This is an optimization exercise on Yosys and OpenROAD, whose aim is small area, a short achievable clock period and few clock cycles per item, not a production implementation. Function was checked by simulation only, so behaviour that the tests miss may differ from the original.

## flow/design.v

```verilog
package d2pc_pkg;
  localparam int DEPTH_W  = 20;
  localparam int COLOR_W  = 8;
  localparam int COORD_W  = 28;
  localparam int FOCAL_W  = 24;
  localparam int SIZE_W   = 13;
  localparam int CFG_IDX_W = 3;
  localparam int CFG_DATA_W = 24;
  localparam int POS_W    = 12;
  localparam int MAG_W    = 13;
  localparam int SCALE_W  = MAG_W + FOCAL_W + 1;
  localparam int PROD_W   = DEPTH_W + SCALE_W;
  localparam int FRAC_SH  = 25;
  localparam int DEFAULT_MAX_COLS = 4096;
  localparam int DEFAULT_MAX_ROWS = 4096;
  localparam int QUO_W    = PROD_W - FRAC_SH;
  localparam logic [SIZE_W-1:0]  RST_FRAME_COLS = SIZE_W'(640);
  localparam logic [SIZE_W-1:0]  RST_FRAME_ROWS = SIZE_W'(480);
  localparam logic [FOCAL_W-1:0] RST_INV_FOCAL  = FOCAL_W'(30268);
  localparam logic [DEPTH_W-1:0] RST_CUTOFF     = DEPTH_W'(6400);
  localparam logic [CFG_IDX_W-1:0] REG_FRAME_COLS   = 3'd0;
  localparam logic [CFG_IDX_W-1:0] REG_FRAME_ROWS   = 3'd1;
  localparam logic [CFG_IDX_W-1:0] REG_INV_FOCAL    = 3'd2;
  localparam logic [CFG_IDX_W-1:0] REG_CUTOFF_DEPTH = 3'd3;
  localparam logic [CFG_IDX_W-1:0] REG_COLOR_MODE   = 3'd4;
  localparam logic [1:0] COLOR_NONE = 2'd0;
  localparam logic [1:0] COLOR_MONO = 2'd1;
  localparam logic [1:0] COLOR_RGB  = 2'd2;
endpackage
import d2pc_pkg::*;
module d2pc_front (
  input  logic                          clk,
  input  logic                          rst,
  input  logic [d2pc_pkg::POS_W-1:0]    cols_m1,
  input  logic [d2pc_pkg::POS_W-1:0]    rows_m1,
  input  logic [d2pc_pkg::FOCAL_W-1:0]  inv_focal,
  input  logic [d2pc_pkg::DEPTH_W-1:0]  cfg_cutoff_depth,
  input  logic [1:0]                    cfg_color_mode,
  input  logic                          recalc,
  input  logic                          accept,
  input  logic                          s1_valid,
  output logic                          busy_any,
  input  logic [d2pc_pkg::DEPTH_W-1:0]  depth_value,
  input  logic [d2pc_pkg::COLOR_W-1:0]  red_or_grey,
  input  logic [d2pc_pkg::COLOR_W-1:0]  green_byte,
  input  logic [d2pc_pkg::COLOR_W-1:0]  blue_byte,
  output logic                          pix_valid,
  output logic                          frame_last,
  output logic                          frame_dense,
  output logic [d2pc_pkg::COLOR_W-1:0]  sel_red,
  output logic [d2pc_pkg::COLOR_W-1:0]  sel_green,
  output logic [d2pc_pkg::COLOR_W-1:0]  sel_blue,
  output logic [d2pc_pkg::SCALE_W-1:0]  scale_x,
  output logic [d2pc_pkg::SCALE_W-1:0]  scale_y
);
  localparam logic [SCALE_W-1:0] RST_SCALE_X = SCALE_W'(-64'sd639 * 64'sd30268);
  localparam logic [SCALE_W-1:0] RST_SCALE_Y = SCALE_W'(-64'sd479 * 64'sd30268);
  logic [POS_W-1:0] col_count;
  logic [POS_W-1:0] row_count;
  logic             dense_so_far;
  logic             row_last;
  logic             anomaly;
  logic             fresh;
  logic             req;
  logic             busy;
  logic             fin;
  logic [3:0]       bit_idx;
  logic signed [MAG_W:0] x_off;
  logic signed [MAG_W:0] y_off;
  logic [MAG_W-1:0] x_mag;
  logic [MAG_W-1:0] y_mag;
  logic x_step, x_flip, y_step, y_flip;
  assign row_last    = col_count >= cols_m1;
  assign frame_last  = row_last && (row_count >= rows_m1);
  assign pix_valid   = depth_value > cfg_cutoff_depth;
  assign frame_dense = frame_last & pix_valid & dense_so_far;
  assign anomaly     = accept & row_last & ((col_count > cols_m1) | (row_count > rows_m1));
  always_comb begin
    case (cfg_color_mode)
      COLOR_MONO: begin
        sel_red   = red_or_grey;
        sel_green = red_or_grey;
        sel_blue  = red_or_grey;
      end
      COLOR_RGB: begin
        sel_red   = red_or_grey;
        sel_green = green_byte;
        sel_blue  = blue_byte;
      end
      default: begin
        sel_red   = '0;
        sel_green = '0;
        sel_blue  = '0;
      end
    endcase
  end
  always_ff @(posedge clk) begin
    if (rst) begin
      col_count    <= '0;
      row_count    <= '0;
      dense_so_far <= 1'b1;
    end else if (accept) begin
      if (frame_last) begin
        col_count    <= '0;
        row_count    <= '0;
        dense_so_far <= 1'b1;
      end else if (row_last) begin
        col_count    <= '0;
        row_count    <= row_count + POS_W'(1);
        dense_so_far <= pix_valid & dense_so_far;
      end else begin
        col_count    <= col_count + POS_W'(1);
        dense_so_far <= pix_valid & dense_so_far;
      end
    end
  end
  assign x_off = $signed({1'b0, col_count, 1'b0}) - $signed({2'b0, cols_m1});
  assign y_off = $signed({1'b0, row_count, 1'b0}) - $signed({2'b0, rows_m1});
  assign x_mag = x_off[MAG_W] ? MAG_W'(-x_off) : MAG_W'(x_off);
  assign y_mag = y_off[MAG_W] ? MAG_W'(-y_off) : MAG_W'(y_off);
  always_ff @(posedge clk) begin
    if (rst) begin
      req     <= 1'b0;
      busy    <= 1'b0;
      fin     <= 1'b0;
      fresh   <= 1'b1;
      bit_idx <= '0;
    end else begin
      if (recalc || anomaly) begin
        req  <= 1'b1;
        busy <= 1'b0;
        fin  <= 1'b0;
      end else if (req) begin
        if (!s1_valid) begin
          req     <= 1'b0;
          busy    <= 1'b1;
          bit_idx <= 4'(MAG_W - 1);
        end
      end else if (busy) begin
        if (bit_idx == '0) begin
          busy <= 1'b0;
          fin  <= 1'b1;
        end
        bit_idx <= bit_idx - 4'd1;
      end else begin
        fin <= 1'b0;
      end
      if (fin) begin
        fresh <= 1'b1;
      end else if (accept) begin
        fresh <= 1'b0;
      end
    end
  end
  assign busy_any = req | busy | fin;
  assign x_step = accept & ~fresh & (col_count != '0);
  assign x_flip = (accept & ~fresh & (col_count == '0)) | (fin & x_off[MAG_W]);
  assign y_step = accept & ~fresh & (col_count == '0) & (row_count != '0);
  assign y_flip = (accept & ~fresh & (col_count == '0) & (row_count == '0)) | (fin & y_off[MAG_W]);
  d2pc_queue u_track_x (
    .clk       (clk),
    .rst       (rst),
    .rst_value (RST_SCALE_X),
    .inv_focal (inv_focal),
    .step      (x_step),
    .flip      (x_flip),
    .clear     (busy && bit_idx == 4'(MAG_W - 1)),
    .shift     (busy && bit_idx != 4'(MAG_W - 1)),
    .bit_in    (x_mag[bit_idx]),
    .scale     (scale_x)
  );
  d2pc_queue u_track_y (
    .clk       (clk),
    .rst       (rst),
    .rst_value (RST_SCALE_Y),
    .inv_focal (inv_focal),
    .step      (y_step),
    .flip      (y_flip),
    .clear     (busy && bit_idx == 4'(MAG_W - 1)),
    .shift     (busy && bit_idx != 4'(MAG_W - 1)),
    .bit_in    (y_mag[bit_idx]),
    .scale     (scale_y)
  );
endmodule
import d2pc_pkg::*;
module d2pc_queue (
  input  logic                         clk,
  input  logic                         rst,
  input  logic [d2pc_pkg::SCALE_W-1:0] rst_value,
  input  logic [d2pc_pkg::FOCAL_W-1:0] inv_focal,
  input  logic                         step,      
  input  logic                         flip,      
  input  logic                         clear,     
  input  logic                         shift,     
  input  logic                         bit_in,
  output logic [d2pc_pkg::SCALE_W-1:0] scale
);
  logic [SCALE_W-1:0] a;
  logic [SCALE_W-1:0] b;
  logic               cin;
  always_comb begin
    a   = scale;
    b   = '0;
    cin = 1'b0;
    if (clear) begin
      a = '0;
      b = bit_in ? SCALE_W'(inv_focal) : '0;
    end else if (shift) begin
      a = {scale[SCALE_W-2:0], 1'b0};
      b = bit_in ? SCALE_W'(inv_focal) : '0;
    end else if (flip) begin
      a   = ~scale;
      cin = 1'b1;
    end else begin
      b = {SCALE_W'(inv_focal), 1'b0};
    end
  end
  always_ff @(posedge clk) begin
    if (rst) begin
      scale <= rst_value;
    end else if (clear || shift || flip || step) begin
      scale <= a + b + SCALE_W'(cin);
    end
  end
endmodule
import d2pc_pkg::*;
module d2pc_back (
  input  logic                                clk,
  input  logic                                rst,
  input  logic                                accept,
  input  logic [d2pc_pkg::DEPTH_W-1:0]        depth_value,
  input  logic                                pix_valid,
  input  logic                                frame_last,
  input  logic                                frame_dense_in,
  input  logic [d2pc_pkg::COLOR_W-1:0]        sel_red,
  input  logic [d2pc_pkg::COLOR_W-1:0]        sel_green,
  input  logic [d2pc_pkg::COLOR_W-1:0]        sel_blue,
  input  logic [d2pc_pkg::SCALE_W-1:0]        scale_x,
  input  logic [d2pc_pkg::SCALE_W-1:0]        scale_y,
  output logic                                s1_valid,
  output logic                                advance,
  output logic                                out_valid,
  input  logic                                out_stall,
  output logic signed [d2pc_pkg::COORD_W-1:0] point_x,
  output logic signed [d2pc_pkg::COORD_W-1:0] point_y,
  output logic [d2pc_pkg::DEPTH_W-1:0]        point_z,
  output logic                                point_valid,
  output logic [d2pc_pkg::COLOR_W-1:0]        out_red,
  output logic [d2pc_pkg::COLOR_W-1:0]        out_green,
  output logic [d2pc_pkg::COLOR_W-1:0]        out_blue,
  output logic                                frame_end,
  output logic                                frame_dense
);
  function automatic logic [COORD_W-1:0] project(
    input logic [DEPTH_W-1:0] depth,
    input logic [SCALE_W-1:0] scale
  );
    logic signed [PROD_W-1:0] prod;
    logic signed [QUO_W-1:0]  quo;
    prod = $signed({1'b0, depth}) * $signed(scale)
         + $signed(PROD_W'((64'd1 << (FRAC_SH - 1)) - {63'd0, scale[SCALE_W-1]}));
    quo = prod[PROD_W-1:FRAC_SH];
    if (quo[QUO_W-1:COORD_W-1] == '0 || quo[QUO_W-1:COORD_W-1] == '1) begin
      project = quo[COORD_W-1:0];
    end else begin
      project = {quo[QUO_W-1], {(COORD_W-1){~quo[QUO_W-1]}}};
    end
  endfunction
  logic [DEPTH_W-1:0] s1_depth;
  logic               s1_pvalid;
  logic               s1_end;
  logic               s1_dense;
  logic [COLOR_W-1:0] s1_red;
  logic [COLOR_W-1:0] s1_green;
  logic [COLOR_W-1:0] s1_blue;
  assign advance = ~(out_valid & out_stall);
  always_ff @(posedge clk) begin
    if (rst) begin
      s1_valid  <= 1'b0;
      out_valid <= 1'b0;
    end else begin
      s1_valid <= accept | (s1_valid & ~advance);
      if (advance) begin
        out_valid <= s1_valid;
      end
    end
  end
  always_ff @(posedge clk) begin
    if (accept) begin
      s1_depth  <= depth_value;
      s1_pvalid <= pix_valid;
      s1_end    <= frame_last;
      s1_dense  <= frame_dense_in;
      s1_red    <= sel_red;
      s1_green  <= sel_green;
      s1_blue   <= sel_blue;
    end
  end
  always_ff @(posedge clk) begin
    if (advance && s1_valid) begin
      point_x     <= s1_pvalid ? project(s1_depth, scale_x) : '0;
      point_y     <= s1_pvalid ? project(s1_depth, scale_y) : '0;
      point_z     <= s1_pvalid ? s1_depth : '0;
      point_valid <= s1_pvalid;
      out_red     <= s1_red;
      out_green   <= s1_green;
      out_blue    <= s1_blue;
      frame_end   <= s1_end;
      frame_dense <= s1_dense;
    end
  end
endmodule
import d2pc_pkg::*;
module depth_to_point_cloud #(
  parameter int MAX_COLS = d2pc_pkg::DEFAULT_MAX_COLS,
  parameter int MAX_ROWS = d2pc_pkg::DEFAULT_MAX_ROWS
) (
  input  logic                                clk,
  input  logic                                rst,
  input  logic                                in_valid,
  output logic                                in_stall,
  input  logic [d2pc_pkg::DEPTH_W-1:0]        depth_value,
  input  logic [d2pc_pkg::COLOR_W-1:0]        red_or_grey,
  input  logic [d2pc_pkg::COLOR_W-1:0]        green_byte,
  input  logic [d2pc_pkg::COLOR_W-1:0]        blue_byte,
  output logic                                out_valid,
  input  logic                                out_stall,
  output logic signed [d2pc_pkg::COORD_W-1:0] point_x,
  output logic signed [d2pc_pkg::COORD_W-1:0] point_y,
  output logic [d2pc_pkg::DEPTH_W-1:0]        point_z,
  output logic                                point_valid,
  output logic [d2pc_pkg::COLOR_W-1:0]        out_red,
  output logic [d2pc_pkg::COLOR_W-1:0]        out_green,
  output logic [d2pc_pkg::COLOR_W-1:0]        out_blue,
  output logic                                frame_end,
  output logic                                frame_dense,
  input  logic                                cfg_valid,
  output logic                                cfg_ready,
  input  logic [d2pc_pkg::CFG_IDX_W-1:0]      cfg_index,
  input  logic [d2pc_pkg::CFG_DATA_W-1:0]     cfg_data
);
  logic [POS_W-1:0]   cols_m1;
  logic [POS_W-1:0]   rows_m1;
  logic [FOCAL_W-1:0] cfg_inv_focal;
  logic [DEPTH_W-1:0] cfg_cutoff_depth;
  logic [1:0]         cfg_color_mode;
  logic               cfg_write;
  logic               recalc;
  logic               accept;
  logic               busy_any;
  logic               s1_valid;
  logic               advance;
  logic               pix_valid;
  logic               frame_last;
  logic               frame_dense_in;
  logic [COLOR_W-1:0] sel_red;
  logic [COLOR_W-1:0] sel_green;
  logic [COLOR_W-1:0] sel_blue;
  logic [SCALE_W-1:0] scale_x;
  logic [SCALE_W-1:0] scale_y;
  function automatic logic [POS_W-1:0] size_m1(input logic [SIZE_W-1:0] v);
    if (v == '0) begin
      size_m1 = '0;
    end else if (v > SIZE_W'(1 << POS_W)) begin
      size_m1 = '1;
    end else begin
      size_m1 = POS_W'(v - SIZE_W'(1));
    end
  endfunction
  assign cfg_ready = 1'b1;
  assign cfg_write = cfg_valid && cfg_ready;
  assign recalc    = cfg_write && (cfg_index == REG_FRAME_COLS || cfg_index == REG_FRAME_ROWS ||
                                   cfg_index == REG_INV_FOCAL);
  always_ff @(posedge clk) begin
    if (rst) begin
      cols_m1          <= size_m1(RST_FRAME_COLS);
      rows_m1          <= size_m1(RST_FRAME_ROWS);
      cfg_inv_focal    <= RST_INV_FOCAL;
      cfg_cutoff_depth <= RST_CUTOFF;
      cfg_color_mode   <= COLOR_NONE;
    end else if (cfg_write) begin
      case (cfg_index)
        REG_FRAME_COLS:   cols_m1          <= size_m1(cfg_data[SIZE_W-1:0]);
        REG_FRAME_ROWS:   rows_m1          <= size_m1(cfg_data[SIZE_W-1:0]);
        REG_INV_FOCAL:    cfg_inv_focal    <= cfg_data[FOCAL_W-1:0];
        REG_CUTOFF_DEPTH: cfg_cutoff_depth <= cfg_data[DEPTH_W-1:0];
        REG_COLOR_MODE:   cfg_color_mode   <= cfg_data[1:0];
        default: ;
      endcase
    end
  end
  assign in_stall = busy_any | (s1_valid & ~advance);
  assign accept   = in_valid & ~in_stall;
  d2pc_front u_front (
    .clk              (clk),
    .rst              (rst),
    .cols_m1          (cols_m1),
    .rows_m1          (rows_m1),
    .inv_focal        (cfg_inv_focal),
    .cfg_cutoff_depth (cfg_cutoff_depth),
    .cfg_color_mode   (cfg_color_mode),
    .recalc           (recalc),
    .accept           (accept),
    .s1_valid         (s1_valid),
    .busy_any         (busy_any),
    .depth_value      (depth_value),
    .red_or_grey      (red_or_grey),
    .green_byte       (green_byte),
    .blue_byte        (blue_byte),
    .pix_valid        (pix_valid),
    .frame_last       (frame_last),
    .frame_dense      (frame_dense_in),
    .sel_red          (sel_red),
    .sel_green        (sel_green),
    .sel_blue         (sel_blue),
    .scale_x          (scale_x),
    .scale_y          (scale_y)
  );
  d2pc_back u_back (
    .clk            (clk),
    .rst            (rst),
    .accept         (accept),
    .depth_value    (depth_value),
    .pix_valid      (pix_valid),
    .frame_last     (frame_last),
    .frame_dense_in (frame_dense_in),
    .sel_red        (sel_red),
    .sel_green      (sel_green),
    .sel_blue       (sel_blue),
    .scale_x        (scale_x),
    .scale_y        (scale_y),
    .s1_valid       (s1_valid),
    .advance        (advance),
    .out_valid      (out_valid),
    .out_stall      (out_stall),
    .point_x        (point_x),
    .point_y        (point_y),
    .point_z        (point_z),
    .point_valid    (point_valid),
    .out_red        (out_red),
    .out_green      (out_green),
    .out_blue       (out_blue),
    .frame_end      (frame_end),
    .frame_dense    (frame_dense)
  );
endmodule
```

## flow/run.sh

```bash
#!/bin/bash
# synth_recipe.tcl (not shown) runs the flow's synth.tcl, then flattens the netlist and writes it again
# the make line also repeats each setting of config.mk as NAME=value (left out here)
make -C /OpenROAD-flow-scripts/flow DESIGN_CONFIG=/design/flow/config.mk WORK_HOME=/design/flow/orfs CLKGATE_MAP_FILE= SYNTH_SCRIPT=/design/flow/synth_recipe.tcl finish
```

## flow/config.mk

```make
export PLATFORM = sky130hd
export DESIGN_NAME = depth_to_point_cloud
export DESIGN_NICKNAME = depth_to_point_cloud
export VERILOG_FILES = /design/flow/design.v
export SDC_FILE = /design/flow/constraint.sdc
export NUM_CORES = 4
export LEC_CHECK = 0
export CAP_MARGIN = 20
export CORE_MARGIN = 2
export CORE_UTILIZATION = 45
export PLACE_DENSITY = 0.6
export SLEW_MARGIN = 20
```

## flow/constraint.sdc

```tcl
create_clock -name core_clock -period 9.0 [get_ports {clk}]
set_input_delay 1.8000 -clock core_clock [delete_from_list [all_inputs] [get_ports {clk}]]
set_output_delay 1.8000 -clock core_clock [all_outputs]
set_load 0.01 [all_outputs]
```

==> metrics.csv, run 1 <==
stage,metric,value,unit
timing,hold slack,0.4176,ns
logic_synthesis,Post-Syn Area,74990,sq um
logic_synthesis,Post-Synth XOR/XNOR Area,3.140,%
placement,post-DP HPWL,168800,um
die,CORE AREA,165200,sq um
worst_setup_path,Worst Path Required,9.46,ns
logic_synthesis,Synth Area in Simple Gates,17.10,%
drt,Post-Route WL,215800,um
drt,final antenna-violating net count,0,
outcome,status,"complete, no violations",
worst_setup_path,"most used cell, CP",fa_1,
global_route,antenna violations before repair,10,
cells_and_area,multi-input logic area,58560,sq um
timing,post-route minimum period,8.622,ns
cells_and_area,"commonest cells after routing, fill and taps aside","inv_1, fa_1, nand2_1",
cells_and_area,finished layout cell area,80670,sq um
logic_synthesis,complex-gate fraction of the synthesized area,9.434,%
clock_network,H-tree lvl count,2,
placement,Port Buffers,180,
placement,Cell Count Post-Placement,10490,
flow_run,max cap viols,0,
drt,DR vias,57300,
global_route,total routing usage reported by global routing,26.23,%
global_route,vias in the first global route,61710,
timing,Final setup viols,0,
clock_network,Num CTS Buffers,44,
cells_and_area,fin cells,10570,
logic_synthesis,syn_nets,10510,
worst_setup_path,WP buf/inv,6,
global_route,first-pass GRT wire length,349700,um
timing,Final WS setup,0.3780,ns
clock_network,Worst-Skew Late Latency,0.68,ns
worst_setup_path,WS Path Type,register to register,
timing,final worst-path cycle share,95.80,%
logic_synthesis,Post-synth ARST share,0,%
placement,Post-Place Worst Slack,0.2245,ns
logic_synthesis,Yosys warnings,4,
logic_synthesis,Seq cells post-synth,331,
logic_synthesis,"Top FF cell, synth",dfxtp_1,
drt,average wire per standard cell,20.42,um
worst_setup_path,critical path's slowest cell,dfxtp_1,
timing,Setup Skew,0.03276,ns
die,die area,169900,sq um
die,Starting Density,45.40,%
logic_synthesis,Post-synth EDFFs,150,
clock_network,CTS sink count,331,
clock_network,"Clk pin slew, worst setup/hold paths",0.06,ns
cells_and_area,Reg area,8155,sq um
global_route,pin count of the biggest net entering global routing,105,
logic_synthesis,cell count after synthesis,8458,
logic_synthesis,Adder-Cell Fraction of Synth Area,48.16,%
worst_setup_path,CP startpoint,u_front.u_track_x.scale[26]$_SDFFE_PP1P_,
logic_synthesis,register area share after synthesis,10.84,%
worst_setup_path,worst r2r src,u_front.u_track_x.scale[26]$_SDFFE_PP1P_,
logic_synthesis,mean post-synth cell area,8.866,sq um
timing,final hold vios,0,
drt,Initial DRC Count,3973,
logic_synthesis,largest family of logic cells by synthesized area,adder cells,
timing,RSZ-0062 raised after global routing,false,
worst_setup_path,crit-path max FO,27,
die,Die W,412.2,um
placement,area post-placement,79170,sq um
drt,drt first pass iters,6,
cells_and_area,Nets,10390,
die,Vert. Die Dim,412.2,um
timing,Rel. slew slack,27.71,%
cells_and_area,fill count,15740,
timing,worst-margin pin slew,1.083,ns
cells_and_area,Area Growth Syn to Fin,7.577,%
worst_setup_path,Worst EP arrival,9.08,ns
hold_path,hold_sp,u_back.s1_blue[6]$_DFFE_PP_,
die,row cnt,149,
worst_setup_path,type of destination of the critical path,register,
clock_network,TritonCTS clock tree,yes,
clock_network,Root Buffer,clkbuf_16,
global_route,aggregate global routing overflow,0,
cells_and_area,share of layout cells above drive strength 1,3.867,%
timing,final slew viol count,0,
cells_and_area,"most common cell after layout, fill and taps aside",inv_1,
cells_and_area,fin util,48.84,%
timing,fmax,116.0,MHz
worst_setup_path,Crit path largest cell delay,0.91,ns
worst_setup_path,Worst setup SP type,register,
die,IO Count,182,
drt,drt drc,0,
worst_setup_path,CP top delay family,adder cells,
drt,Vias per Instance,5.421,
clock_network,hold buffers post-CTS,0,
hold_path,Hold WC Path Type,register to register,
timing,final setup TNS,0,ns
logic_synthesis,Yosys cell types,105,
clock_network,Clock Path Buffers,3,
placement,GPL Wtd Cong,0.8982,
logic_synthesis,mux contribution to synthesized area,0.1618,%
==> cell usage after synthesis (10+ instances only) <==
cell type / number / area (sq um)
a21o_1: 97 / 728.2
dfxtp_1: 181 / 3623
o21a_1: 34 / 255.2
edfxtp_1: 150 / 4504
a31oi_1: 45 / 281.5
buf_4: 10 / 75.07
mux2i_1: 11 / 110.1
a211oi_1: 31 / 232.7
nor3b_1: 13 / 97.59
and4_1: 13 / 113.9
a21oi_1: 304 / 1521
nand2b_1: 33 / 206.5
clkbuf_1: 465 / 1745
fa_1: 1524 / 30510
buf_2: 25 / 125.1
xor2_1: 82 / 718.2
or3_1: 17 / 106.4
a31o_2: 10 / 87.58
and3_1: 29 / 181.4
nor2_1: 193 / 724.4
ha_1: 447 / 5593
o21bai_1: 30 / 225.2
o31ai_1: 26 / 195.2
nor2b_1: 31 / 193.9
nor3_1: 65 / 325.3
nand2_1: 1130 / 4242
o21ai_1: 21 / 105.1
a22o_1: 26 / 227.7
and2_1: 800 / 5005
a211o_1: 15 / 131.4
xnor2_1: 185 / 1620
nor4_1: 23 / 143.9
nand3_1: 136 / 680.7
o21ai_0: 195 / 975.9
o211ai_1: 79 / 593.1
a22oi_1: 30 / 225.2
nand4_1: 61 / 381.6
inv_1: 1696 / 6366
==> timing repair <==
action                                  CTS  global route
gates resized for setup                   0            19
endpoints found under the setup margin    0            47
buffers inserted                          0             0
==> logic make-up (layout without fill, tap and decap cells) <==
kind of cell    after synthesis  in the layout
compound gates             1074           1074
other cells                   1              3
xor+xnor                    268            268
flops                       331            331
fa+ha+maj                  1972           1972
mux                          12             12
buf+inv                    2207           2128
simple gates               2593           2593
==> state kept, by name, summed over array words and instances, names as in the netlist, 2 cells and up <==
register / cells
u_back.s1_red: 8
u_back.out_red: 8
u_front.row_count: 12
rows_m1: 12
u_back.point_y: 28
cfg_inv_focal: 24
u_back.s1_depth: 20
u_back.point_z: 20
u_back.out_blue: 8
u_front.bit_idx: 4
cfg_cutoff_depth: 20
u_back.out_green: 8
u_back.s1_green: 8
u_front.u_track_y.scale: 38
u_front.u_track_x.scale: 38
cols_m1: 12
u_back.point_x: 28
cfg_color_mode: 2
u_back.s1_blue: 8
u_front.col_count: 12
==> final cells by class <==
type	instances	share of cell area (%)
multi-input cells	5920	72.59
inverters	1700	7.910
well taps	2189	3.395
clock inverters	30	0.3614
flip-flops and latches	331	10.11
repair buffers	346	4.194
clock buffers	52	1.433
diodes	2	0.006204
==> final timing paths <==
check	slack, ns	cells after the start	to
setup reg to reg	0.38	25	u_back.point_x[2]$_SDFFCE_PN0P_
hold reg to reg	0.42	0	u_back.out_blue[6]$_DFFE_PP_
setup / recovery	0.38	25	u_back.point_x[2]$_SDFFCE_PN0P_
hold / removal	0.42	0	u_back.out_blue[6]$_DFFE_PP_
==> routing by layer <==
| metal | track usage (%) | wire [um] | vias up |
|---|---|---|---|
| met3 | 4.226 | 14890 | 317 |
| met2 | 43.01 | 101200 | 1846 |
| met1 | 36.03 | 93350 | 29330 |
| met5 | 0 | 75 | - |
| li1 | - | - | 25800 |
| met4 | 7.098 | 6345 | 12 |
Testbench counts, summed over its fixed seeds: cycles 24,688, items 24,576.
==> run 2: changes to the inputs <==
--- a/flow/design.v
+++ b/flow/design.v
@@ -65,9 +65,11 @@
   logic             busy;
-  logic             fin;
   logic [3:0]       bit_idx;
-  logic signed [MAG_W:0] x_off;
-  logic signed [MAG_W:0] y_off;
-  logic [MAG_W-1:0] x_mag;
-  logic [MAG_W-1:0] y_mag;
-  logic x_step, x_flip, y_step, y_flip;
+  logic [MAG_W:0]   x_off;
+  logic [MAG_W:0]   y_off;
+  logic             x_bit;
+  logic             y_bit;
+  logic             eng_first;
+  logic             eng_shift;
+  logic             col_zero;
+  logic             row_zero;
   assign row_last    = col_count >= cols_m1;
@@ -116,6 +118,4 @@
   end
-  assign x_off = $signed({1'b0, col_count, 1'b0}) - $signed({2'b0, cols_m1});
-  assign y_off = $signed({1'b0, row_count, 1'b0}) - $signed({2'b0, rows_m1});
-  assign x_mag = x_off[MAG_W] ? MAG_W'(-x_off) : MAG_W'(x_off);
-  assign y_mag = y_off[MAG_W] ? MAG_W'(-y_off) : MAG_W'(y_off);
+  assign x_off = {1'b0, col_count, 1'b0} - {2'b0, cols_m1};
+  assign y_off = {1'b0, row_count, 1'b0} - {2'b0, rows_m1};
   always_ff @(posedge clk) begin
@@ -124,5 +124,6 @@
       busy    <= 1'b0;
-      fin     <= 1'b0;
       fresh   <= 1'b1;
       bit_idx <= '0;
+      x_bit   <= 1'b0;
+      y_bit   <= 1'b0;
     end else begin
@@ -131,3 +132,2 @@
         busy <= 1'b0;
-        fin  <= 1'b0;
       end else if (req) begin
@@ -136,3 +136,5 @@
           busy    <= 1'b1;
-          bit_idx <= 4'(MAG_W - 1);
+          bit_idx <= 4'(MAG_W);
+          x_bit   <= x_off[MAG_W];
+          y_bit   <= y_off[MAG_W];
         end
@@ -141,9 +143,9 @@
           busy <= 1'b0;
-          fin  <= 1'b1;
+        end else begin
+          x_bit <= x_off[bit_idx - 4'd1];
+          y_bit <= y_off[bit_idx - 4'd1];
         end
         bit_idx <= bit_idx - 4'd1;
-      end else begin
-        fin <= 1'b0;
       end
-      if (fin) begin
+      if (busy && bit_idx == '0) begin
         fresh <= 1'b1;
@@ -154,7 +156,7 @@
   end
-  assign busy_any = req | busy | fin;
-  assign x_step = accept & ~fresh & (col_count != '0);
-  assign x_flip = (accept & ~fresh & (col_count == '0)) | (fin & x_off[MAG_W]);
-  assign y_step = accept & ~fresh & (col_count == '0) & (row_count != '0);
-  assign y_flip = (accept & ~fresh & (col_count == '0) & (row_count == '0)) | (fin & y_off[MAG_W]);
+  assign busy_any  = req | busy;
+  assign eng_first = busy && bit_idx == 4'(MAG_W);
+  assign eng_shift = busy && bit_idx != 4'(MAG_W);
+  assign col_zero  = col_count == '0;
+  assign row_zero  = row_count == '0;
   d2pc_queue u_track_x (
@@ -164,7 +166,7 @@
     .inv_focal (inv_focal),
-    .step      (x_step),
-    .flip      (x_flip),
-    .clear     (busy && bit_idx == 4'(MAG_W - 1)),
-    .shift     (busy && bit_idx != 4'(MAG_W - 1)),
-    .bit_in    (x_mag[bit_idx]),
+    .load      (busy | (accept & ~fresh)),
+    .flip      (col_zero),
+    .first     (eng_first),
+    .shift     (eng_shift),
+    .bit_in    (x_bit),
     .scale     (scale_x)
@@ -176,7 +178,7 @@
     .inv_focal (inv_focal),
-    .step      (y_step),
-    .flip      (y_flip),
-    .clear     (busy && bit_idx == 4'(MAG_W - 1)),
-    .shift     (busy && bit_idx != 4'(MAG_W - 1)),
-    .bit_in    (y_mag[bit_idx]),
+    .load      (busy | (accept & ~fresh & col_zero)),
+    .flip      (row_zero),
+    .first     (eng_first),
+    .shift     (eng_shift),
+    .bit_in    (y_bit),
     .scale     (scale_y)
@@ -190,5 +192,5 @@
   input  logic [d2pc_pkg::FOCAL_W-1:0] inv_focal,
-  input  logic                         step,      
+  input  logic                         load,
   input  logic                         flip,      
-  input  logic                         clear,     
+  input  logic                         first,     
   input  logic                         shift,     
@@ -200,17 +202,21 @@
   logic               cin;
+  logic [SCALE_W-1:0] f_ext;
+  assign f_ext = SCALE_W'(inv_focal);
   always_comb begin
-    a   = scale;
-    b   = '0;
-    cin = 1'b0;
-    if (clear) begin
-      a = '0;
-      b = bit_in ? SCALE_W'(inv_focal) : '0;
+    if (first) begin
+      a   = '0;
+      b   = bit_in ? ~f_ext : '0;
+      cin = bit_in;
     end else if (shift) begin
-      a = {scale[SCALE_W-2:0], 1'b0};
-      b = bit_in ? SCALE_W'(inv_focal) : '0;
+      a   = {scale[SCALE_W-2:0], 1'b0};
+      b   = bit_in ? f_ext : '0;
+      cin = 1'b0;
     end else if (flip) begin
       a   = ~scale;
+      b   = '0;
       cin = 1'b1;
     end else begin
-      b = {SCALE_W'(inv_focal), 1'b0};
+      a   = scale;
+      b   = {f_ext[SCALE_W-2:0], 1'b0};
+      cin = 1'b0;
     end
@@ -220,3 +226,3 @@
       scale <= rst_value;
-    end else if (clear || shift || flip || step) begin
+    end else if (load) begin
       scale <= a + b + SCALE_W'(cin);
@@ -253,18 +259,82 @@
 );
-  function automatic logic [COORD_W-1:0] project(
-    input logic [DEPTH_W-1:0] depth,
+  localparam int NDIG  = DEPTH_W / 2 + 1;    
+  localparam int PP_W  = SCALE_W + 1;        
+  localparam int NV    = NDIG + 1;           
+  function automatic logic [PROD_W-1:0] booth_const();
+    logic [PROD_W-1:0] c;
+    c = PROD_W'((64'd1 << (FRAC_SH - 1)) - 64'd1);
+    for (int k = 0; k < NDIG; k++) begin
+      c = c - (PROD_W'(1) << (PP_W - 1 + 2 * k));
+    end
+    booth_const = c;
+  endfunction
+  localparam logic [PROD_W-1:0] BOOTH_C = booth_const();
+  function automatic logic [NV*PROD_W-1:0] booth_rows(
+    input logic [NDIG-1:0]    one,
+    input logic [NDIG-1:0]    two,
+    input logic [NDIG-1:0]    neg,
     input logic [SCALE_W-1:0] scale
   );
-    logic signed [PROD_W-1:0] prod;
+    logic [PP_W:0]            ext;    
+    logic [PP_W-1:0]          pp;
+    logic [NV*PROD_W-1:0]     rows;
+    ext = {scale[SCALE_W-1], scale, 1'b0};
+    for (int k = 0; k < NDIG; k++) begin
+      for (int i = 0; i < PP_W; i++) begin
+        pp[i] = ((one[k] & ext[i + 1]) | (two[k] & ext[i])) ^ neg[k];
+      end
+      pp[PP_W-1] = ~pp[PP_W-1];
+      rows[k*PROD_W +: PROD_W] = PROD_W'(pp) << (2 * k);
+    end
+    for (int k = 1; k < NDIG; k++) begin
+      rows[k*PROD_W + 2*k - 2] = neg[k - 1];
+    end
+    rows[2*PROD_W] = ~scale[SCALE_W-1];
+    rows[NDIG*PROD_W +: PROD_W] = BOOTH_C;
+    booth_rows = rows;
+  endfunction
+  function automatic logic [2*PROD_W-1:0] csa(
+    input logic [PROD_W-1:0] a,
+    input logic [PROD_W-1:0] b,
+    input logic [PROD_W-1:0] c
+  );
+    csa = {((a & b) | (a & c) | (b & c)) << 1, a ^ b ^ c};
+  endfunction
+  function automatic logic [2*PROD_W-1:0] reduce(input logic [NV*PROD_W-1:0] v);
+    logic [8*PROD_W-1:0] l1;
+    logic [6*PROD_W-1:0] l2;
+    logic [4*PROD_W-1:0] l3;
+    logic [3*PROD_W-1:0] l4;
+    l1[0*PROD_W +: 2*PROD_W] = csa(v[0*PROD_W +: PROD_W], v[1*PROD_W +: PROD_W], v[2*PROD_W +: PROD_W]);
+    l1[2*PROD_W +: 2*PROD_W] = csa(v[3*PROD_W +: PROD_W], v[4*PROD_W +: PROD_W], v[5*PROD_W +: PROD_W]);
+    l1[4*PROD_W +: 2*PROD_W] = csa(v[6*PROD_W +: PROD_W], v[7*PROD_W +: PROD_W], v[8*PROD_W +: PROD_W]);
+    l1[6*PROD_W +: 2*PROD_W] = csa(v[9*PROD_W +: PROD_W], v[10*PROD_W +: PROD_W], v[11*PROD_W +: PROD_W]);
+    l2[0*PROD_W +: 2*PROD_W] = csa(l1[0*PROD_W +: PROD_W], l1[1*PROD_W +: PROD_W], l1[2*PROD_W +: PROD_W]);
+    l2[2*PROD_W +: 2*PROD_W] = csa(l1[3*PROD_W +: PROD_W], l1[4*PROD_W +: PROD_W], l1[5*PROD_W +: PROD_W]);
+    l2[4*PROD_W +: 2*PROD_W] = l1[6*PROD_W +: 2*PROD_W];
+    l3[0*PROD_W +: 2*PROD_W] = csa(l2[0*PROD_W +: PROD_W], l2[1*PROD_W +: PROD_W], l2[2*PROD_W +: PROD_W]);
+    l3[2*PROD_W +: 2*PROD_W] = csa(l2[3*PROD_W +: PROD_W], l2[4*PROD_W +: PROD_W], l2[5*PROD_W +: PROD_W]);
+    l4[0*PROD_W +: 2*PROD_W] = csa(l3[0*PROD_W +: PROD_W], l3[1*PROD_W +: PROD_W], l3[2*PROD_W +: PROD_W]);
+    l4[2*PROD_W +: PROD_W]   = l3[3*PROD_W +: PROD_W];
+    reduce = csa(l4[0*PROD_W +: PROD_W], l4[1*PROD_W +: PROD_W], l4[2*PROD_W +: PROD_W]);
+  endfunction
+  function automatic logic [COORD_W-1:0] finish(input logic [2*PROD_W-1:0] sc);
+    logic [PROD_W-1:0]        sum;
     logic signed [QUO_W-1:0]  quo;
-    prod = $signed({1'b0, depth}) * $signed(scale)
-         + $signed(PROD_W'((64'd1 << (FRAC_SH - 1)) - {63'd0, scale[SCALE_W-1]}));
-    quo = prod[PROD_W-1:FRAC_SH];
+    sum = sc[PROD_W-1:0] + sc[2*PROD_W-1:PROD_W];
+    quo = sum[PROD_W-1:FRAC_SH];
     if (quo[QUO_W-1:COORD_W-1] == '0 || quo[QUO_W-1:COORD_W-1] == '1) begin
-      project = quo[COORD_W-1:0];
+      finish = quo[COORD_W-1:0];
     end else begin
-      project = {quo[QUO_W-1], {(COORD_W-1){~quo[QUO_W-1]}}};
+      finish = {quo[QUO_W-1], {(COORD_W-1){~quo[QUO_W-1]}}};
     end
   endfunction
+  logic [NDIG-1:0]        in_one;
+  logic [NDIG-1:0]        in_two;
+  logic [NDIG-1:0]        in_neg;
+  logic [2*NDIG:0]        d_ext;
   logic [DEPTH_W-1:0] s1_depth;
+  logic [NDIG-1:0]    s1_one;
+  logic [NDIG-1:0]    s1_two;
+  logic [NDIG-1:0]    s1_neg;
   logic               s1_pvalid;
@@ -275,2 +345,12 @@
   logic [COLOR_W-1:0] s1_blue;
+  logic                     s2_valid;
+  logic [2*PROD_W-1:0]     s2_x;
+  logic [2*PROD_W-1:0]     s2_y;
+  logic [DEPTH_W-1:0]       s2_depth;
+  logic                     s2_pvalid;
+  logic                     s2_end;
+  logic                     s2_dense;
+  logic [COLOR_W-1:0]       s2_red;
+  logic [COLOR_W-1:0]       s2_green;
+  logic [COLOR_W-1:0]       s2_blue;
   assign advance = ~(out_valid & out_stall);
@@ -279,2 +359,3 @@
       s1_valid  <= 1'b0;
+      s2_valid  <= 1'b0;
       out_valid <= 1'b0;
@@ -283,3 +364,4 @@
       if (advance) begin
-        out_valid <= s1_valid;
+        s2_valid  <= s1_valid;
+        out_valid <= s2_valid;
       end
@@ -287,2 +369,11 @@
   end
+  assign d_ext = {(2*NDIG+1-DEPTH_W-1)'(0), depth_value, 1'b0};
+  always_comb begin
+    for (int k = 0; k < NDIG; k++) begin
+      in_one[k] = d_ext[2*k+1] ^ d_ext[2*k];
+      in_two[k] = (d_ext[2*k+2] & ~d_ext[2*k+1] & ~d_ext[2*k]) |
+                  (~d_ext[2*k+2] & d_ext[2*k+1] & d_ext[2*k]);
+      in_neg[k] = d_ext[2*k+2];
+    end
+  end
   always_ff @(posedge clk) begin
@@ -290,2 +381,5 @@
       s1_depth  <= depth_value;
+      s1_one    <= in_one;
+      s1_two    <= in_two;
+      s1_neg    <= in_neg;
       s1_pvalid <= pix_valid;
@@ -300,11 +394,24 @@
     if (advance && s1_valid) begin
-      point_x     <= s1_pvalid ? project(s1_depth, scale_x) : '0;
-      point_y     <= s1_pvalid ? project(s1_depth, scale_y) : '0;
-      point_z     <= s1_pvalid ? s1_depth : '0;
-      point_valid <= s1_pvalid;
-      out_red     <= s1_red;
-      out_green   <= s1_green;
-      out_blue    <= s1_blue;
-      frame_end   <= s1_end;
-      frame_dense <= s1_dense;
+      s2_x      <= reduce(booth_rows(s1_one, s1_two, s1_neg, scale_x));
+      s2_y      <= reduce(booth_rows(s1_one, s1_two, s1_neg, scale_y));
+      s2_depth  <= s1_depth;
+      s2_pvalid <= s1_pvalid;
+      s2_end    <= s1_end;
+      s2_dense  <= s1_dense;
+      s2_red    <= s1_red;
+      s2_green  <= s1_green;
+      s2_blue   <= s1_blue;
+    end
+  end
+  always_ff @(posedge clk) begin
+    if (advance && s2_valid) begin
+      point_x     <= s2_pvalid ? finish(s2_x) : '0;
+      point_y     <= s2_pvalid ? finish(s2_y) : '0;
+      point_z     <= s2_pvalid ? s2_depth : '0;
+      point_valid <= s2_pvalid;
+      out_red     <= s2_red;
+      out_green   <= s2_green;
+      out_blue    <= s2_blue;
+      frame_end   <= s2_end;
+      frame_dense <= s2_dense;
     end
==> metrics.csv, run 2 <==
stage,metric,value,unit,change
outcome,status,"complete, no violations",,unchanged
logic_synthesis,"area leader, netlist",fa_1,,unchanged
logic_synthesis,"Top FF cell, synth",edfxtp_1,,was dfxtp_1
timing,final slew viol count,0,,unchanged
global_route,antenna violations before repair,1,,was 10
hold_path,Hold WC Path Type,register to register,,unchanged
logic_synthesis,register area share after synthesis,24.94,%,was 10.84%
global_route,vias in the first global route,54100,,was 61710
logic_synthesis,top cell type's share of synthesized area,19.64,%,was 40.69%
die,Die W,391.8,um,was 412.2 um
drt,Vias per Instance,5.875,,was 5.421
die,Vert. Die Dim,391.8,um,was 412.2 um
timing,Final setup viols,0,,unchanged
cells_and_area,"commonest cells after routing, fill and taps aside","inv_1, a22oi_1, xnor2_1",,"was inv_1, fa_1, nand2_1"
timing,Setup Skew,0.06373,ns,was 0.03276 ns
clock_network,hold buffers post-CTS,0,,unchanged
logic_synthesis,leading post-synthesis cells by cell area,"fa_1, edfxtp_1, xnor2_1, a22oi_1, ha_1",,"was fa_1, inv_1, ha_1, and2_1, edfxtp_1"
cells_and_area,"most common cell after layout, fill and taps aside",inv_1,,unchanged
cells_and_area,fin cells,8995,,was 10570
clock_network,TritonCTS clock tree,yes,,unchanged
drt,drt first pass iters,6,,unchanged
worst_setup_path,Worst setup SP type,register,,unchanged
die,row cnt,142,,was 149
clock_network,CTS sink count,623,,was 331
cells_and_area,share of layout cells above drive strength 1,4.987,%,was 3.867%
cells_and_area,top flop regs,"u_back.s2_x (112), u_back.s2_y (112)",,"was u_front.u_track_x.scale (38), u_front.u_track_y.scale (38)"
flow_run,max cap viols,0,,unchanged
drt,drt drc,0,,unchanged
logic_synthesis,Seq cells post-synth,623,,was 331
placement,GPL Wtd Cong,0.9131,,was 0.8982
logic_synthesis,cell count after synthesis,7122,,was 8458
global_route,aggregate global routing overflow,0,,unchanged
logic_synthesis,Post-synth EDFFs,440,,was 150
global_route,total routing usage reported by global routing,26.15,%,was 26.23%
logic_synthesis,Post-synth top cells,"inv_1, a22oi_1, xnor2_1",,"was inv_1, fa_1, nand2_1"
cells_and_area,Area Growth Syn to Fin,8.488,%,was 7.577%
logic_synthesis,Yosys cell types,103,,was 105
timing,post-route minimum period,5.866,ns,was 8.622 ns
drt,Post-Route WL,201100,um,was 215800 um
drt,DR vias,52840,,was 57300
clock_network,"Clk pin slew, worst setup/hold paths",0.06,ns,about the same
timing,RSZ-0062 raised after global routing,false,,unchanged
global_route,pin count of the biggest net entering global routing,132,,was 105
logic_synthesis,Post-Syn Area,67670,sq um,was 74990 sq um
clock_network,Root Buffer,clkbuf_16,,unchanged
die,die area,153500,sq um,was 169900 sq um
logic_synthesis,"count leader, synth",inv_1,,unchanged
drt,Initial DRC Count,4742,,was 3973
placement,Post-Place Worst Slack,3.278,ns,was 0.2245 ns
global_route,first-pass GRT wire length,315200,um,was 349700 um
worst_setup_path,crit-path max FO,19,,was 27
timing,final worst-path cycle share,65.18,%,was 95.80%
placement,Cell Count Post-Placement,8847,,was 10490
timing,Final WS setup,3.134,ns,was 0.3780 ns
logic_synthesis,Yosys warnings,4,,unchanged
clock_network,Worst-Skew Late Latency,0.72,ns,was 0.68 ns
timing,final setup TNS,0,ns,unchanged
worst_setup_path,Worst Path Required,9.53,ns,was 9.46 ns
die,IO Count,182,,unchanged
placement,post-DP HPWL,137800,um,was 168800 um
timing,Rel. slew slack,15.93,%,was 27.71%
placement,Port Buffers,180,,unchanged
logic_synthesis,Post-synth ARST share,0,%,unchanged
clock_network,Clock Path Buffers,3,,unchanged
logic_synthesis,mean post-synth cell area,9.502,sq um,was 8.866 sq um
clock_network,H-tree lvl count,3,,was 2
worst_setup_path,Reg2Reg Setup Slack,3.13,ns,was 0.38 ns
die,Starting Density,45.24,%,was 45.40%
worst_setup_path,Worst EP arrival,6.39,ns,was 9.08 ns
logic_synthesis,syn_nets,8298,,was 10510
worst_setup_path,type of destination of the critical path,register,,unchanged
clock_network,Post-CTS Setup Bufs,0,,unchanged
timing,worst-margin pin slew,1.259,ns,was 1.083 ns
timing,fmax,170.5,MHz,was 116.0 MHz
clock_network,cells resized by post-CTS repair,0,,unchanged
drt,final antenna-violating net count,0,,unchanged
cells_and_area,Nets,8091,,was 10390
die,CORE AREA,149600,sq um,was 165200 sq um
worst_setup_path,WS Path Type,register to register,,unchanged
clock_network,Num CTS Buffers,80,,was 44
drt,average wire per standard cell,22.35,um,was 20.42 um
timing,final hold vios,0,,unchanged
[run 2: logic make-up (layout without fill, tap and decap cells)]
kind of cell | Yosys count | after routing | share of synthesized area, %
fa+ha+maj | 1101 | 1101 | 27.72
buf+inv | 1440 | 1296 | 8.078
flops | 623 | 623 | 24.94
mux | 16 | 16 | 0.2995
simple gates | 1194 | 1194 | 8.235
compound gates | 1689 | 1689 | 17.00
xor+xnor | 1058 | 1058 | 13.73
other cells | 1 | 2 | 0.005542
[run 2: path summary, 6_finish.rpt]
path                                                            endpoint  depth (start not counted)                            start
worst min register to register                u_back.frame_end$_DFFE_PP_                          0          u_back.s2_end$_DFFE_PP_
worst max-delay path            u_front.u_track_y.scale[30]$_SDFFE_PP1P_                         19  u_front.bit_idx[0]$_SDFFE_PP0P_
worst max register to register  u_front.u_track_y.scale[30]$_SDFFE_PP1P_                         19  u_front.bit_idx[0]$_SDFFE_PP0P_
worst min-delay path                          u_back.frame_end$_DFFE_PP_                          0          u_back.s2_end$_DFFE_PP_
[run 2: routing by layer]
layer,wire length (um),track usage [%]
met3,18370,5.863
met5,11,0
met4,7076,9.734
met1,84810,35.18
met2,90810,41.13
[run 2: cell type report]
cell class,count,area [sq um]
Fill cell,14040,76180
Antenna cell,1,2.502
Tap cell,2016,2522
Sequential cell,623,16900
Clock inverter,49,554.3
Inverter,841,3164
Multi-Input combinational cell,5059,45380
Clock buffer,96,2076
Timing Repair Buffer,310,2815
[run 2: metrics by stage]
step / area (sq um) / hold slack (ns) / utilization (%)
CTS: 73350 / 0.3901 / 49.03
detailed placement: 70720 / 0.4045 / 47.27
global route: 73410 / 0.4199 / 49.07
global placement: 70720 / 0.4005 / 47.27
floorplan: 67670 / 0.4003 / -
finish: 73420 / 0.4060 / 49.08
[run 2: worst max-delay path: stages, from the launching register on]
cell and delay (ns):
dfxtp_1 0.65, ha_1 0.27, and3_2 0.53, buf_4 0.37
nand3_1 0.24, o21ai_0 0.20, fa_1 0.26, inv_1 0.07
fa_1 0.43, nor2b_1 0.17, o21a_1 0.15, o21ai_1 0.09
a21oi_1 0.23, o211ai_1 0.16, a211oi_1 0.54, a21oi_1 0.24
o2111a_1 0.41, nor4b_1 0.39, xor2_1 0.17, o211ai_1 0.09
Testbench counts of run 2, summed over its fixed seeds: cycles 24,696, items 24,576.
==> run 3: changes to the inputs <==
--- a/flow/config.mk
+++ b/flow/config.mk
@@ -7,2 +7,3 @@
 export LEC_CHECK = 0
+export ABC_CLOCK_PERIOD_IN_PS = 4500
 export CAP_MARGIN = 20
@@ -11,2 +12,3 @@
 export PLACE_DENSITY = 0.6
+export SETUP_SLACK_MARGIN = 4.5
 export SLEW_MARGIN = 20
==> metrics.csv, run 3 <==
stage,metric,value,unit,change
drt,drt first pass iters,7,,was 6
clock_network,Num CTS Buffers,79,,was 80
global_route,met2 Use GR,42.88,%,was 41.13%
logic_synthesis,register area share after synthesis,24.94,%,unchanged
global_route,vias in the first global route,54960,,was 54100
global_route,antenna violations before repair,1,,unchanged
worst_setup_path,WS Path Type,register to register,,unchanged
clock_network,TritonCTS clock tree,yes,,unchanged
cells_and_area,fill count,13930,,was 14040
global_route,first-pass GRT wire length,324600,um,was 315200 um
timing,RSZ-0062 raised after global routing,true,,was false
placement,Cell Count Post-Placement,8852,,was 8847
global_route,gr busiest metal,met2,,unchanged
logic_synthesis,largest family of logic cells by synthesized area,adder cells,,unchanged
placement,area post-placement,70840,sq um,was 70720 sq um
logic_synthesis,Post-synth EDFFs,440,,unchanged
global_route,GR Util met1,36.26,%,was 35.18%
logic_synthesis,mean post-synth cell area,9.502,sq um,unchanged
clock_network,Clock Path Buffers,3,,unchanged
cells_and_area,Antenna Diode Count,0,,was 1
cells_and_area,Area Growth Syn to Fin,11.50,%,was 8.488%
drt,Initial DRC Count,5050,,was 4742
timing,final worst-path cycle share,48.69,%,was 65.18%
drt,Post-Route WL,208500,um,was 201100 um
cells_and_area,fin cells,9075,,was 8995
clock_network,Worst-Skew Late Latency,0.74,ns,was 0.72 ns
logic_synthesis,Post-Synth XOR/XNOR Area,13.73,%,unchanged
worst_setup_path,Worst Path Required,9.44,ns,was 9.53 ns
cells_and_area,"most common cell after layout, fill and taps aside",inv_1,,unchanged
logic_synthesis,Post-synth ARST share,0,%,unchanged
logic_synthesis,"count leader, synth",inv_1,,unchanged
placement,post-DP HPWL,139900,um,was 137800 um
logic_synthesis,mux contribution to synthesized area,0.2995,%,unchanged
die,CORE AREA,149600,sq um,unchanged
logic_synthesis,Yosys cell types,103,,unchanged
drt,Vias per Instance,5.872,,was 5.875
drt,DR vias,53290,,was 52840
cells_and_area,fin util,50.44,%,was 49.08%
logic_synthesis,syn_nets,8298,,unchanged
hold_path,Hold WC Path Type,register to register,,unchanged
worst_setup_path,crit-path max FO,76,,was 19
timing,Final WS setup,4.618,ns,was 3.134 ns
die,IO Count,182,,unchanged
timing,final slew viol count,0,,unchanged
logic_synthesis,"area leader, netlist",fa_1,,unchanged
clock_network,"Clk pin slew, worst setup/hold paths",0.07,ns,was 0.06 ns
outcome,status,"complete, no violations",,unchanged
die,Vert. Die Dim,391.8,um,unchanged
placement,GPL Wtd Cong,0.9052,,was 0.9131
timing,hold slack,0.4072,ns,was 0.4060 ns
timing,fmax,228.2,MHz,was 170.5 MHz
clock_network,Root Buffer,clkbuf_16,,unchanged
drt,average wire per standard cell,22.97,um,was 22.35 um
logic_synthesis,Post-synth top cells,"inv_1, a22oi_1, xnor2_1",,unchanged
global_route,aggregate global routing overflow,0,,unchanged
timing,final setup TNS,0,ns,unchanged
global_route,total routing usage reported by global routing,27.09,%,was 26.15%
cells_and_area,share of layout cells above drive strength 1,7.267,%,was 4.987%
cells_and_area,top flop regs,"u_back.s2_x (112), u_back.s2_y (112)",,unchanged
timing,worst-margin pin slew,1.193,ns,was 1.259 ns
timing,Setup Skew,0.08030,ns,was 0.06373 ns
logic_synthesis,cell count after synthesis,7122,,unchanged
placement,Port Buffers,180,,unchanged
cells_and_area,"commonest cells after routing, fill and taps aside","inv_1, a22oi_1, xnor2_1",,unchanged
timing,Rel. slew slack,20.47,%,was 15.93%
worst_setup_path,Worst EP arrival,4.82,ns,was 6.39 ns
cells_and_area,finished layout cell area,75450,sq um,was 73420 sq um
die,die area,153500,sq um,unchanged
logic_synthesis,"Top FF cell, synth",edfxtp_1,,unchanged
die,Starting Density,45.24,%,unchanged
drt,drt drc,0,,unchanged
worst_setup_path,Worst setup SP type,register,,unchanged
global_route,grt met3 use,5.973,%,was 5.863%
timing,post-route minimum period,4.382,ns,was 5.866 ns
logic_synthesis,Seq cells post-synth,623,,unchanged
logic_synthesis,top cell type's share of synthesized area,19.64,%,unchanged
placement,Post-Place Worst Slack,3.600,ns,was 3.278 ns
clock_network,CTS sink count,623,,unchanged
die,row cnt,142,,unchanged
clock_network,H-tree lvl count,3,,unchanged
timing,final hold vios,0,,unchanged
flow_run,max cap viols,0,,unchanged
logic_synthesis,complex-gate fraction of the synthesized area,17.00,%,unchanged
drt,final antenna-violating net count,0,,unchanged
die,Die W,391.8,um,unchanged
worst_setup_path,type of destination of the critical path,register,,unchanged
global_route,pin count of the biggest net entering global routing,124,,was 132
logic_synthesis,Adder-Cell Fraction of Synth Area,27.72,%,unchanged
logic_synthesis,leading post-synthesis cells by cell area,"fa_1, edfxtp_1, xnor2_1, a22oi_1, ha_1",,unchanged
logic_synthesis,Yosys warnings,4,,unchanged
logic_synthesis,Post-Syn Area,67670,sq um,unchanged
logic_synthesis,Synth Area in Simple Gates,8.235,%,unchanged
timing,Final setup viols,0,,unchanged
cells_and_area,Nets,8171,,was 8091
## run 3: repair_timing
item / CTS / global route
gates resized for setup: 141 / 103
setup endpoints to repair: 255 / 171
gates cloned: 8 / 2
setup buffers: 43 / 25
hold buffers: 0 / 0
pin swaps: 21 / 35
## run 3: cells by family (layout without fill, tap and decap cells)
group           after synthesis  after routing
xor+xnor                   1058           1058
fa+ha+maj                  1101           1101
simple gates               1194           1195
other cells                   1              1
buf+inv                    1440           1373
compound gates             1689           1692
flops                       623            623
mux                          16             16
## run 3: metal layers
| layer | routed length, um | up-vias |
|---|---|---|
| met4 | 7352 | 0 |
| met3 | 19390 | 406 |
| met2 | 94380 | 2405 |
| met5 | 0 | - |
| met1 | 87330 | 26520 |
| li1 | - | 23960 |
## run 3: layout make-up
class	instances	area, sq um	share of cell area [%]
clock buffer	99	2155	2.855
clock inverter	46	604.3	0.8009
inverter	841	3169	4.200
multi-input combinational	5063	45970	60.93
sequential	623	16920	22.43
tap	2016	2522	3.343
timing repair buffer	387	4108	5.444
## run 3: worst paths after layout
path,from,end,slack [ns],cells after the start
worst min register to register,u_back.s1_blue[3]$_DFFE_PP_,u_back.s2_blue[3]$_DFFE_PP_,0.41,0
worst max register to register,u_back.s1_two[0]$_DFFE_PP_,u_back.s2_y[16]$_DFFE_PP_,4.62,12
worst min-delay path,u_back.s1_blue[3]$_DFFE_PP_,u_back.s2_blue[3]$_DFFE_PP_,0.41,0
worst max-delay path,u_back.s1_two[0]$_DFFE_PP_,u_back.s2_y[16]$_DFFE_PP_,4.62,12
## run 3: worst max-delay path: stages, from the launching register on
cell	delay [ns]
edfxtp_1	0.35
buf_6	0.56
a22oi_1	0.18
xnor2_1	0.19
fa_1	0.53
inv_1	0.06
fa_1	0.44
fa_1	0.51
inv_1	0.06
fa_1	0.48
inv_1	0.05
fa_1	0.49
inv_1	0.03
==> run 4: changes to the inputs <==
--- a/flow/design.v
+++ b/flow/design.v
@@ -102,2 +102,4 @@
       row_count    <= '0;
+      col_zero     <= 1'b1;
+      row_zero     <= 1'b1;
       dense_so_far <= 1'b1;
@@ -107,2 +109,4 @@
         row_count    <= '0;
+        col_zero     <= 1'b1;
+        row_zero     <= 1'b1;
         dense_so_far <= 1'b1;
@@ -111,2 +115,4 @@
         row_count    <= row_count + POS_W'(1);
+        col_zero     <= 1'b1;
+        row_zero     <= 1'b0;
         dense_so_far <= pix_valid & dense_so_far;
@@ -114,2 +120,3 @@
         col_count    <= col_count + POS_W'(1);
+        col_zero     <= 1'b0;
         dense_so_far <= pix_valid & dense_so_far;
@@ -122,5 +129,6 @@
     if (rst) begin
-      req     <= 1'b0;
-      busy    <= 1'b0;
-      fresh   <= 1'b1;
+      req       <= 1'b0;
+      busy      <= 1'b0;
+      eng_first <= 1'b0;
+      fresh     <= 1'b1;
       bit_idx <= '0;
@@ -130,8 +138,10 @@
       if (recalc || anomaly) begin
-        req  <= 1'b1;
-        busy <= 1'b0;
+        req       <= 1'b1;
+        busy      <= 1'b0;
+        eng_first <= 1'b0;
       end else if (req) begin
         if (!s1_valid) begin
-          req     <= 1'b0;
-          busy    <= 1'b1;
+          req       <= 1'b0;
+          busy      <= 1'b1;
+          eng_first <= 1'b1;
           bit_idx <= 4'(MAG_W);
@@ -141,2 +151,3 @@
       end else if (busy) begin
+        eng_first <= 1'b0;
         if (bit_idx == '0) begin
@@ -157,6 +168,3 @@
   assign busy_any  = req | busy;
-  assign eng_first = busy && bit_idx == 4'(MAG_W);
-  assign eng_shift = busy && bit_idx != 4'(MAG_W);
-  assign col_zero  = col_count == '0;
-  assign row_zero  = row_count == '0;
+  assign eng_shift = busy & ~eng_first;
   d2pc_queue u_track_x (
@@ -204,2 +212,30 @@
   assign f_ext = SCALE_W'(inv_focal);
+  function automatic logic [SCALE_W-1:0] add_c(
+    input logic [SCALE_W-1:0] x,
+    input logic [SCALE_W-1:0] y,
+    input logic           cin
+  );
+    logic [SCALE_W-1:0] g;
+    logic [SCALE_W-1:0] p;
+    logic [SCALE_W-1:0] gg;
+    logic [SCALE_W-1:0] pp;
+    g  = x & y;
+    p  = x ^ y;
+    gg = g;
+    pp = p;
+    gg[0] = g[0] | (p[0] & cin);
+    for (int d = 1; d < SCALE_W; d = d * 2) begin
+      for (int i = 2 * d - 1; i < SCALE_W; i = i + 2 * d) begin
+        gg[i] = gg[i] | (pp[i] & gg[i - d]);
+        pp[i] = pp[i] & pp[i - d];
+      end
+    end
+    for (int d = 32; d >= 1; d = d / 2) begin
+      for (int i = 3 * d - 1; i < SCALE_W; i = i + 2 * d) begin
+        gg[i] = gg[i] | (pp[i] & gg[i - d]);
+        pp[i] = pp[i] & pp[i - d];
+      end
+    end
+    add_c = p ^ {gg[SCALE_W-2:0], cin};
+  endfunction
   always_comb begin
@@ -227,3 +263,3 @@
     end else if (load) begin
-      scale <= a + b + SCALE_W'(cin);
+      scale <= add_c(a, b, cin);
     end
@@ -320,2 +356,30 @@
   endfunction
+  function automatic logic [PROD_W-1:0] cpa(
+    input logic [PROD_W-1:0] x,
+    input logic [PROD_W-1:0] y,
+    input logic           cin
+  );
+    logic [PROD_W-1:0] g;
+    logic [PROD_W-1:0] p;
+    logic [PROD_W-1:0] gg;
+    logic [PROD_W-1:0] pp;
+    g  = x & y;
+    p  = x ^ y;
+    gg = g;
+    pp = p;
+    gg[0] = g[0] | (p[0] & cin);
+    for (int d = 1; d < PROD_W; d = d * 2) begin
+      for (int i = 2 * d - 1; i < PROD_W; i = i + 2 * d) begin
+        gg[i] = gg[i] | (pp[i] & gg[i - d]);
+        pp[i] = pp[i] & pp[i - d];
+      end
+    end
+    for (int d = 32; d >= 1; d = d / 2) begin
+      for (int i = 3 * d - 1; i < PROD_W; i = i + 2 * d) begin
+        gg[i] = gg[i] | (pp[i] & gg[i - d]);
+        pp[i] = pp[i] & pp[i - d];
+      end
+    end
+    cpa = p ^ {gg[PROD_W-2:0], cin};
+  endfunction
   function automatic logic [COORD_W-1:0] finish(input logic [2*PROD_W-1:0] sc);
@@ -323,3 +387,3 @@
     logic signed [QUO_W-1:0]  quo;
-    sum = sc[PROD_W-1:0] + sc[2*PROD_W-1:PROD_W];
+    sum = cpa(sc[PROD_W-1:0], sc[2*PROD_W-1:PROD_W], 1'b0);
     quo = sum[PROD_W-1:FRAC_SH];
--- a/flow/config.mk
+++ b/flow/config.mk
@@ -7,3 +7,2 @@
 export LEC_CHECK = 0
-export ABC_CLOCK_PERIOD_IN_PS = 4500
 export CAP_MARGIN = 20
==> metrics.csv, run 4 <==
stage,metric,value,unit,change
logic_synthesis,syn_nets,8029,,was 8298
timing,final hold vios,0,,unchanged
timing,worst-margin pin slew,0.9803,ns,was 1.193 ns
logic_synthesis,cell count after synthesis,6792,,was 7122
timing,Setup Skew,0.05641,ns,was 0.08030 ns
flow_run,max cap viols,0,,unchanged
worst_setup_path,Worst setup SP type,register,,unchanged
worst_setup_path,Worst EP arrival,4.96,ns,was 4.82 ns
timing,hold slack,0.4165,ns,was 0.4072 ns
worst_setup_path,crit-path max FO,60,,was 76
placement,GPL Wtd Cong,0.8726,,was 0.9052
drt,Vias per Instance,5.862,,was 5.872
worst_setup_path,Worst Path Required,9.43,ns,was 9.44 ns
logic_synthesis,"count leader, synth",inv_1,,unchanged
logic_synthesis,"Top FF cell, synth",edfxtp_1,,unchanged
cells_and_area,Nets,7871,,was 8171
drt,final antenna-violating net count,0,,unchanged
worst_setup_path,type of destination of the critical path,register,,unchanged
drt,DR vias,50580,,was 53290
die,row cnt,141,,was 142
global_route,aggregate global routing overflow,0,,unchanged
die,Vert. Die Dim,388.4,um,was 391.8 um
hold_path,Hold WC Path Type,register to register,,unchanged
clock_network,Num CTS Buffers,79,,unchanged
die,IO Count,182,,unchanged
timing,final setup TNS,0,ns,unchanged
logic_synthesis,leading post-synthesis cells by cell area,"fa_1, edfxtp_1, xnor2_1, a22oi_1, ha_1",,unchanged
timing,Final WS setup,4.473,ns,was 4.618 ns
logic_synthesis,Yosys warnings,4,,unchanged
drt,drt drc,0,,unchanged
clock_network,CTS sink count,626,,was 623
placement,post-DP HPWL,130100,um,was 139900 um
outcome,status,"complete, no violations",,unchanged
worst_setup_path,WS Path Type,register to register,,unchanged
placement,Cell Count Post-Placement,8411,,was 8852
timing,RSZ-0062 raised after global routing,true,,unchanged
logic_synthesis,Seq cells post-synth,626,,was 623
logic_synthesis,"area leader, netlist",fa_1,,unchanged
cells_and_area,fin cells,8629,,was 9075
drt,average wire per standard cell,23.81,um,was 22.97 um
die,die area,150800,sq um,was 153500 sq um
timing,final slew viol count,0,,unchanged
-- run 4: cell types whose count changed after synthesis, sizes merged, moves of 41 or more --
cell / before / now
fa: 664 / 720
a21oi: 283 / 235
o21ai: 319 / 156
nand3: 134 / 23
inv: 840 / 945
a211o: 5 / 46
nor2: 213 / 290
xor2: 375 / 273
nand2: 479 / 338
a22o: 3 / 46
o211ai: 60 / 9
-- run 4: final timing paths --
path,from,endpoint,slack [ns],cells after the start
max,u_back.s1_one[6]$_DFFE_PP_,u_back.s2_x[27]$_DFFE_PP_,4.47,11
min,u_back.s1_green[4]$_DFFE_PP_,u_back.s2_green[4]$_DFFE_PP_,0.42,0
max reg2reg,u_back.s1_one[6]$_DFFE_PP_,u_back.s2_x[27]$_DFFE_PP_,4.47,11
min reg2reg,u_back.s1_green[4]$_DFFE_PP_,u_back.s2_green[4]$_DFFE_PP_,0.42,0
-- run 4: logic make-up (layout without fill, tap and decap cells) --
kind of cell    after synthesis  count (layout)  share of synthesized area (%)
flops                       626             626                          25.47
simple gates                991             997                          7.046
other cells                   1               2                       0.005640
mux                          49              49                         0.7998
xor+xnor                    984             984                          12.96
buf+inv                    1568            1468                          8.946
compound gates             1410            1410                          14.76
fa+ha+maj                  1163            1163                          30.01
-- run 4: metal layers --
layer | global-route usage (%) | wire (um)
met4 | 10.19 | 9044
met1 | 35.10 | 83190
met5 | 0 | 22
met3 | 5.244 | 19220
met2 | 43.26 | 94010
-- run 4: per-stage QoR --
stage / area, sq um / utilization (%)
2_1_floorplan: 66540 / -
3_3_place_gp: 69360 / 47.14
3_5_place_dp: 69400 / 47.17
4_1_cts: 73160 / 49.73
5_1_grt: 74240 / 50.46
6_report: 74250 / 50.46
-- run 4: cell type report --
class,instances,area share (%)
tap,1930,3.253
timing repair buffer,374,5.635
clock buffer,90,2.760
antenna,1,0.003370
inverter,949,4.832
multi-input combinational,4604,59.71
sequential,626,22.87
clock inverter,55,0.9420
-- run 4: repair_timing --
| item | 4_1_cts | 5_1_grt |
|---|---|---|
| gates cloned | 5 | 16 |
| setup endpoints to repair | 271 | 191 |
| gates resized for setup | 146 | 171 |
| pin swaps | 19 | 53 |
| buffers inserted | 36 | 15 |
-- run 4: critical path, stage by stage, from the launching register on --
cell,delay [ns]
edfxtp_1,0.49
clkbuf_16,0.26
a22oi_1,0.37
xor2_1,0.13
fa_1,0.58
inv_1,0.06
fa_1,0.49
inv_1,0.05
fa_1,0.47
fa_1,0.54
inv_1,0.05
fa_1,0.51
Testbench counts of run 4, summed over its fixed seeds: cycles 24,696, items 24,576.

## re-timing with driven ports
How much do the figures lean on ideal ports? The routed layouts below were timed once more, with nothing changed but the port constraints.
Step 1 (the two cells are an assumption about what drives the block):
set clk [get_ports {clk}]
set_driving_cell -lib_cell sky130_fd_sc_hd__clkbuf_16 $clk
set_driving_cell -lib_cell sky130_fd_sc_hd__buf_2 [delete_from_list [all_inputs] $clk]
Step 2 adds t to the input delays and takes it off the output delays; t is the mean of the earliest and latest rising clock arrival at the registers after step 1. Input paths then give back, and output paths get back, about the clock's delay inside the block.
Slacks: ideal / step 1 / step 2; pairs: ideal / step 1.
run | t, ns | slack for setup (ns) | worst setup path after step 2 | latest minus earliest clock arrival (ns) | worst slew at a driven data input, ns
run 1 | 0.743 | 0.378 / 0.378 / 0.378 | register to register | 0.038 / 0.038 | 0.08
run 2 | 0.775 | 3.134 / 3.134 / 3.134 | register to register | 0.070 / 0.070 | 0.07
run 3 | 0.792 | 4.618 / 4.618 / 3.974 | input to register | 0.087 / 0.087 | 0.05
run 4 | 0.794 | 4.473 / 4.473 / 4.140 | input to register | 0.057 / 0.057 | 0.09
After both steps setup and hold are still met in every run listed. For run 3, which loses most, drivers alone change the setup slack by 0.000 ns; drivers and shift together by -0.644 ns.
